Source: an optimization exercise on an open RTL-to-GDS flow (aim: small area). Production flows keep margins and buffers that such runs may drop. Only simulation tests tie the RTL to the original design; equivalence was not proved. Power figures rest on the tool's default switching activity, not on a simulated workload.

==> flow/design.v <==
package laser_log_pkg;
	typedef struct packed {
		logic signed [16-1:0] adc0;
		logic signed [16-1:0] adc1;
	} adc_sample_t;
	typedef struct packed {
		logic                   wr;    
		logic [16-1:0] data;  
	} fifo_wr_t;
	typedef struct packed {
		logic [16-3-1:0] dropped;  
		logic [3-1:0]             din;
	} status_t;
	typedef struct packed {
		logic [16-1:0]  diff;    
		logic [16-1:0]  adc1;    
		logic [16-1:0]  adc0;    
		status_t                status;  
		logic [16-1:0] seq_hi;  
		logic [16-1:0] seq_lo;  
	} frame_fields_t;
	typedef union packed {
		logic [6-1:0][16-1:0] words;
		frame_fields_t                                 fields;
	} log_frame_u;
endpackage
`timescale 1ns/1ps
module ext_clk_conditioner (
	input  logic clk1,
	input  logic arst_n,
	input  logic ext_clk_pin,  
	output logic ext_tick      
);
	localparam int SYNC = 4;
	logic [SYNC-1:0] sync_q;  
	logic            fall_q;  
	always_ff @(posedge clk1 or negedge arst_n) begin
		if (!arst_n) begin
			sync_q   <= '0;
			fall_q   <= 1'b0;
			ext_tick <= 1'b0;
		end else begin
			sync_q   <= {sync_q[SYNC-2:0], ext_clk_pin};  
			fall_q   <= sync_q[SYNC-1] & ~sync_q[SYNC-2];  
			ext_tick <= fall_q;
		end
	end
endmodule
`timescale 1ns/1ps
module frame_logger #(
	parameter int DEPTH = 64  
) (
	input  logic                          clk1,
	input  logic                          arst_n,
	input  logic                          ext_tick,
	input  logic [3-1:0]         din,
	input  laser_log_pkg::adc_sample_t    adc,
	input  logic [$clog2(DEPTH):0]        level,    
	output laser_log_pkg::fifo_wr_t       fifo_wr
);
	localparam int CNT_W  = $clog2(DEPTH) + 1;
	localparam int NWORDS = 6;
	localparam int IDX_W  = $clog2(NWORDS);
	localparam int DROP_W = 16 - 3;
	logic [3-1:0]     din_q;    
	logic [2*16-1:0]  seq;      
	logic [DROP_W-1:0]         dropped;  
	logic                      busy;     
	logic [IDX_W-1:0]          idx;      
	logic                      room;     
	logic                      start;
	logic                      skip;
	laser_log_pkg::log_frame_u frame_d;
	laser_log_pkg::log_frame_u frame_q;
	assign room  = (level <= CNT_W'(DEPTH - NWORDS));
	assign start = ext_tick & ~busy & room;
	assign skip  = ext_tick & ~start;  
	always_comb begin
		frame_d.fields.seq_lo         = seq[16-1:0];
		frame_d.fields.seq_hi         = seq[2*16-1:16];
		frame_d.fields.status.dropped = dropped;
		frame_d.fields.status.din     = din_q;
		frame_d.fields.adc0           = adc.adc0;
		frame_d.fields.adc1           = adc.adc1;
		frame_d.fields.diff           = adc.adc0 - adc.adc1;  
	end
	always_ff @(posedge clk1) begin
		din_q <= din;
		if (start)
			frame_q <= frame_d;
	end
	always_ff @(posedge clk1 or negedge arst_n) begin
		if (!arst_n) begin
			seq     <= '0;
			dropped <= '0;
			busy    <= 1'b0;
			idx     <= '0;
		end else begin
			if (skip && dropped != '1)
				dropped <= dropped + 1'b1;  
			if (start) begin
				seq  <= seq + 1'b1;
				busy <= 1'b1;
				idx  <= '0;
			end else if (busy) begin
				if (idx == IDX_W'(NWORDS - 1))
					busy <= 1'b0;  
				else
					idx <= idx + 1'b1;
			end
		end
	end
	always_comb begin
		fifo_wr.wr   = busy;
		fifo_wr.data = frame_q.words[idx];
	end
endmodule
`timescale 1ns/1ps
module word_fifo #(
	parameter int DEPTH = 64  
) (
	input  logic                    clk1,
	input  logic                    arst_n,
	input  laser_log_pkg::fifo_wr_t fifo_wr,
	input  logic                    pop,    
	output logic [16-1:0]  head,   
	output logic                    empty,
	output logic [$clog2(DEPTH):0]  level   
);
	localparam int AW    = $clog2(DEPTH);
	localparam int CNT_W = AW + 1;
	logic [16-1:0] mem [DEPTH];
	logic [AW-1:0]          wr_ptr;
	logic [AW-1:0]          rd_ptr;
	logic [CNT_W-1:0]       count;
	logic                   full;
	logic                   push;
	logic                   pull;
	assign full  = (count == CNT_W'(DEPTH));
	assign empty = (count == '0);
	assign push  = fifo_wr.wr & ~full;
	assign pull  = pop & ~empty;
	assign level = count;
	assign head  = mem[rd_ptr];  
	always_ff @(posedge clk1) begin
		if (push)
			mem[wr_ptr] <= fifo_wr.data;
	end
	always_ff @(posedge clk1 or negedge arst_n) begin
		if (!arst_n) begin
			wr_ptr <= '0;
			rd_ptr <= '0;
			count  <= '0;
		end else begin
			if (push)
				wr_ptr <= wr_ptr + 1'b1;  
			if (pull)
				rd_ptr <= rd_ptr + 1'b1;
			case ({push, pull})
				2'b10:   count <= count + 1'b1;
				2'b01:   count <= count - 1'b1;
				default: count <= count;  
			endcase
		end
	end
endmodule
`timescale 1ns/1ps
module host_pipe_port (
	input  logic                   clk1,
	input  logic                   arst_n,
	input  logic                   pipe_read,      
	input  logic [16-1:0] head,           
	input  logic                   empty,
	output logic                   pop,
	output logic [16-1:0] pipe_data,
	output logic                   pipe_valid,     
	output logic                   pipe_empty,
	output logic                   pipe_underrun   
);
	assign pop        = pipe_read & ~empty;  
	assign pipe_empty = empty;
	always_ff @(posedge clk1) begin
		if (pop)
			pipe_data <= head;
	end
	always_ff @(posedge clk1 or negedge arst_n) begin
		if (!arst_n) begin
			pipe_valid    <= 1'b0;
			pipe_underrun <= 1'b0;
		end else begin
			pipe_valid <= pop;  
			if (pipe_read && empty)
				pipe_underrun <= 1'b1;
		end
	end
endmodule
`timescale 1ns/1ps
module laser_log_top #(
	parameter int DEPTH = 64
) (
	input  logic                       clk1,
	input  logic                       arst_n,
	input  logic                       ext_clk_pin,
	input  logic [3-1:0]      din,
	input  logic [2*16-1:0]    adc,            
	input  logic                       pipe_read,
	output logic [16-1:0]     pipe_data,
	output logic                       pipe_valid,
	output logic                       pipe_empty,
	output logic                       pipe_underrun
);
	logic                    ext_tick;
	laser_log_pkg::fifo_wr_t fifo_wr;
	logic [$clog2(DEPTH):0]  level;
	logic [16-1:0]  head;
	logic                    empty;
	logic                    pop;
	laser_log_pkg::adc_sample_t adc_s;
	assign adc_s = adc;
	ext_clk_conditioner u_ext_clk (
		.clk1        (clk1),
		.arst_n      (arst_n),
		.ext_clk_pin (ext_clk_pin),
		.ext_tick    (ext_tick)
	);
	frame_logger #(.DEPTH(DEPTH)) u_logger (
		.clk1     (clk1),
		.arst_n   (arst_n),
		.ext_tick (ext_tick),
		.din      (din),
		.adc      (adc_s),
		.level    (level),
		.fifo_wr  (fifo_wr)
	);
	word_fifo #(.DEPTH(DEPTH)) u_fifo (
		.clk1    (clk1),
		.arst_n  (arst_n),
		.fifo_wr (fifo_wr),
		.pop     (pop),
		.head    (head),
		.empty   (empty),
		.level   (level)
	);
	host_pipe_port u_pipe (
		.clk1          (clk1),
		.arst_n        (arst_n),
		.pipe_read     (pipe_read),
		.head          (head),
		.empty         (empty),
		.pop           (pop),
		.pipe_data     (pipe_data),
		.pipe_valid    (pipe_valid),
		.pipe_empty    (pipe_empty),
		.pipe_underrun (pipe_underrun)
	);
endmodule
==> flow/run.sh <==
#!/bin/bash
# synth_recipe.tcl (not shown) runs the flow's synth.tcl, then flattens the netlist and writes it again
# the make line also repeats each setting of config.mk as NAME=value (left out here)
make -C /OpenROAD-flow-scripts/flow DESIGN_CONFIG=/design/flow/config.mk WORK_HOME=/design/flow/orfs CLKGATE_MAP_FILE= SYNTH_SCRIPT=/design/flow/synth_recipe.tcl finish
==> flow/config.mk <==
export PLATFORM = sky130hd
export DESIGN_NAME = laser_log_top
export DESIGN_NICKNAME = laser_log_top
export VERILOG_FILES = /design/flow/design.v
export SDC_FILE = /design/flow/constraint.sdc
export NUM_CORES = 4
export LEC_CHECK = 0
export CAP_MARGIN = 20
export CORE_MARGIN = 2
export CORE_UTILIZATION = 40
export SLEW_MARGIN = 20
==> flow/constraint.sdc <==
create_clock -name core_clock -period 8.0 [get_ports {clk1}]
set_input_delay 1.6000 -clock core_clock [delete_from_list [all_inputs] [get_ports {clk1}]]
set_output_delay 1.6000 -clock core_clock [all_outputs]
set_load 0.01 [all_outputs]
==> metrics.md <==
| Metric | Value |
|---|---|
| Die area | `0.1218 sq mm` |
| Die Width | `348.9 um` |
| Worst-Margin Slew | `1.143 ns` |
| Synth area leaders | `edfxtp_1 (72%), mux4_2 (9.9%), dfrtp_1 (4.0%)` |
| Skew final | `around 0.022 ns` |
| Synth cell types | `~60` |
| Synth Area in Simple Gates | `0.02587` |
| Synth top area share | `0.7168` |
| Die height | `348.9 um` |
| Pre-CTS setup slack | `between 3 and 4 ns` |
| DR WL met3 | `7076 um` |
| R2R cell count | `6` |
| Multiplexer area fraction after synthesis | `0.1398` |
| Clk root buf | `clkbuf_16` |
| IO buf count | `57` |
| Synth Instances | `~2400` |
| First-pass GRT wire length | `roughly 160000 um` |
| Maximum fanout along the worst path | `roughly 140` |
| Synth warn | `4` |
| DPL Wire Length | `between 60000 and 70000 um` |
| Adder-cell area share of the yosys netlist | `0.006730` |
| Number of global-route vias before repair | `roughly 24000` |
| Slew headroom | `0.2335` |
| Clock transition at path regs | `roughly 0.06 ns` |
| Synth Area in XOR/XNOR | `0.01399` |
| Final Cycle Share | `0.5439` |
| Antenna violations before repair | `2` |
| Synthesized flop and latch total | `1215` |
| Compound-Gate Fraction of Synth Area | `0.03886` |
| Register area share after synthesis | `0.7580` |
| Final min period | `~4.4 ns` |
| Total global-route track usage | `0.1835` |
| Worst Hold Class | `reg -> reg` |
| Avg Cell Area, Syn | `19.63 sq um` |
| Num CTS Buffers | `~120` |
| Final setup violating endpoints | `0` |
| Top FF cell, synth | `edfxtp_1` |
| CP endpoint kind | `flip-flop` |
| Most frequent cells in the layout | `edfxtp_1 (1136), mux4_2 (209), mux2i_1 (189), clkbuf_16 (123), buf_4 (92)` |
| First-pass DRT Iterations | `5` |
| DRC | `0` |
| PostCTS Resize Cnt | `0` |
| Worst VDD drop | `around 370 uV` |
| Final Instance Area | `between 0.05 and 0.06 sq mm` |
| Detailed Route Iter0 Violations | `2661` |
| CTS tree | `done` |
| Critical Path Source Type | `flip-flop` |
| Share of layout cells above drive strength 1 | `0.1979` |
| Lkg Pwr | `about 18 nW` |
| Hold Path Depth | `0` |
| CTS H-tree lvls | `3` |
| Final WL | `between 100000 and 150000 um` |
| Gpl congestion | `a little over 0.8` |
| Fin worst setup slack | `roughly 3.6 ns` |
| Metal-1 WL | `approximately 47000 um` |
| Initial core utilization | `0.4031` |
| Status | `no timing/DRC/antenna violations` |
| CP Data Required Time | `~8.4 ns` |
| Total power | `roughly 21 mW` |
| # nets final | `~2600` |
| Crit path DAT | `around 4.8 ns` |
| Post-CTS Hold Buffers | `0` |
| # IOs | `58` |
| Clock Sinks | `1215` |
| PD cells | `about 390 mW/mm^2` |
| Most common cell after layout, fill and taps aside | `edfxtp_1` |
| F_max | `approximately 230 MHz` |
| Post-synth top area cell | `edfxtp_1` |
| CTS Buffer Depth | `3` |
| Core Rows | `~130` |
| DR WL met2 | `55120 um` |
| FILL cells | `roughly 9800` |
| Placeable Area | `0.1181 sq mm` |
| Clk Latency, worst-skew pair | `0.69 ns` |
| Post-synth EDFFs | `about 1100` |
| FF-to-FF End | `u_pipe.pipe_data[11]$_DFFE_PP_` |
| Setup repair bufs after CTS | `0` |
| Wire per inst | `~27 um` |
| Hold Path End | `u_ext_clk.sync_q[1]$_DFF_PN0_` |
| Post-Synthesis Cell Area | `~0.048 sq mm` |
| Hold path start | `u_ext_clk.sync_q[0]$_DFF_PN0_` |
| Largest net degree at the start of global routing | `approximately 140` |
| Ys async rst share | `0.06255` |
| Setup CP Type | `reg -> reg` |
| Syn_nets | `2489` |
| Detail Route Antenna Nets | `0` |
| Vias | `around 23000` |
| Final hold vios | `0` |
| DP Area | `around 0.051 sq mm` |
| Area delta synth->final | `14.20%` |
| Via density per instance | `around 5.6` |
| R2r startpoint | `u_fifo.rd_ptr[1]$_DFFE_PN0P_` |
| Max-cap check violation count | `0` |
| Slew Viols, Final | `0` |
| Aggregate global routing overflow | `0` |
| RSZ-0062 raised after global routing | `false` |
| Setup TNS | `0 ns` |
| Top Layer Used | `met5` |
| Fin util | `0.4603` |
| Largest family of logic cells by synthesized area | `multiplexers` |
| Reg2reg setup slack | `roughly 3.6 ns` |
-- state kept, by name (all words and copies together), names as in the netlist, 6 cells and up --
name              count
u_fifo.wr_ptr         6
u_logger.frame_q     96
u_fifo.mem         1024
u_pipe.pipe_data     16
u_logger.dropped     13
u_fifo.count          7
u_logger.seq         32
u_fifo.rd_ptr         6
-- critical path: stages, from the launching register on --
cell and delay (ns):
dfrtp_4 0.95, buf_12 0.65, mux4_2 0.48, a211oi_1 0.77
a21oi_1 0.21, o21ai_0 0.60, a21oi_1 0.09
-- power breakdown --
| group | internal (mW) | switching [mW] |
|---|---|---|
| logic | 2.14 | 4.20 |
| registers | 8.68 | 0.474 |
| clock network | 3.14 | 2.33 |
-- how the worst max path moves through the flow --
stage                                      start                             end  slack, ns  cells past startpoint
global route        u_fifo.rd_ptr[0]$_DFFE_PN0P_  u_pipe.pipe_data[15]$_DFFE_PP_       3.31                      7
detailed placement                     pipe_read     u_fifo.count[6]$_DFFE_PN0P_       3.18                     12
floorplan            u_fifo.count[1]$_DFFE_PN0P_    u_logger.seq[11]$_DFFE_PN0P_       3.53                      7
CTS                 u_fifo.rd_ptr[0]$_DFFE_PN0P_  u_pipe.pipe_data[13]$_DFFE_PP_       3.65                      7
global placement                       pipe_read     u_fifo.count[6]$_DFFE_PN0P_       3.05                     12
finish              u_fifo.rd_ptr[1]$_DFFE_PN0P_  u_pipe.pipe_data[11]$_DFFE_PP_       3.65                      6
-- per-stage QoR --
stage	hold slack, ns	instances
finish	0.3507	4212
global route	0.3542	4209
CTS	0.3532	4209
detailed placement	0.3379	3988
global placement	0.3343	3987
floorplan	0.3312	2425
-- cells in the mapped netlist, types with 3 or more instances --
cell type / n
or3_1: 4
nand3b_1: 4
nand2_1: 44
edfxtp_1: 1136
and2_1: 5
buf_1: 7
clkbuf_1: 48
a21o_1: 6
o22ai_1: 78
mux2_2: 5
a22oi_1: 33
and4_1: 3
a211oi_1: 64
o21a_1: 3
and3_1: 7
dfrtp_1: 76
nor2b_1: 10
mux2i_1: 189
o21ai_0: 22
ha_1: 24
inv_1: 46
nand3_1: 23
or2_2: 3
a31oi_1: 4
xnor2_1: 49
a21oi_1: 48
mux4_2: 209
nor2_1: 99
xor2_1: 27
dfxtp_1: 3
nand4_1: 17
nand2b_1: 7
nor3_1: 19
buf_4: 20
buf_2: 49
-- routing by layer --
layer / vias up / global-route usage
met1: 12353 / 0.2511
met3: 163 / 0.03140
li1: 10192 / -
met5: - / 0
met2: 763 / 0.3037
met4: 2 / 0.05084
-- cells by family (layout without fill, tap and decap cells) --
family | count (synthesis) | after routing
other cells | 0 | 3
flops | 1215 | 1215
fa+ha+maj | 25 | 25
buf+inv | 172 | 420
compound gates | 279 | 279
simple gates | 255 | 255
xor+xnor | 76 | 76
mux | 403 | 403
-- area by class of cell --
cell class / count / area [sq um] / area share
sequential: 1215 / 36090 / 0.6640
multi-input combinational: 1038 / 11000 / 0.2024
clock buffer: 149 / 3196 / 0.05879
tap: 1536 / 1922 / 0.03536
timing repair buffer: 153 / 1336 / 0.02459
clock inverter: 72 / 626.9 / 0.01153
inverter: 46 / 172.7 / 0.003177
antenna: 3 / 7.507 / 0.0001381

## what the ideal ports hide
The results above use ideal ports. As a check the final layout listed here was re-extracted and re-timed, cells and wires unchanged.
Step 1, drivers: a clkbuf_16 drives clk1 and a buf_2 each remaining input, both assumed.
Step 2 adds t to the input delays and takes it off the output delays; t is the mean of the earliest and latest rising clock arrival at the registers after step 1. Input paths then give back, and output paths get back, about the clock's delay inside the block.
Slacks: no drivers / after step 1 / after step 2; pairs: no drivers / after step 1.
shift t [ns]: 0.748
setup WS [ns]: 3.649 / 3.649 / 3.147
worst setup path after step 2: input to register
After both steps this run still meets setup and hold. For this run, drivers alone change the setup slack by 0.000 ns; drivers and shift together by -0.502 ns.
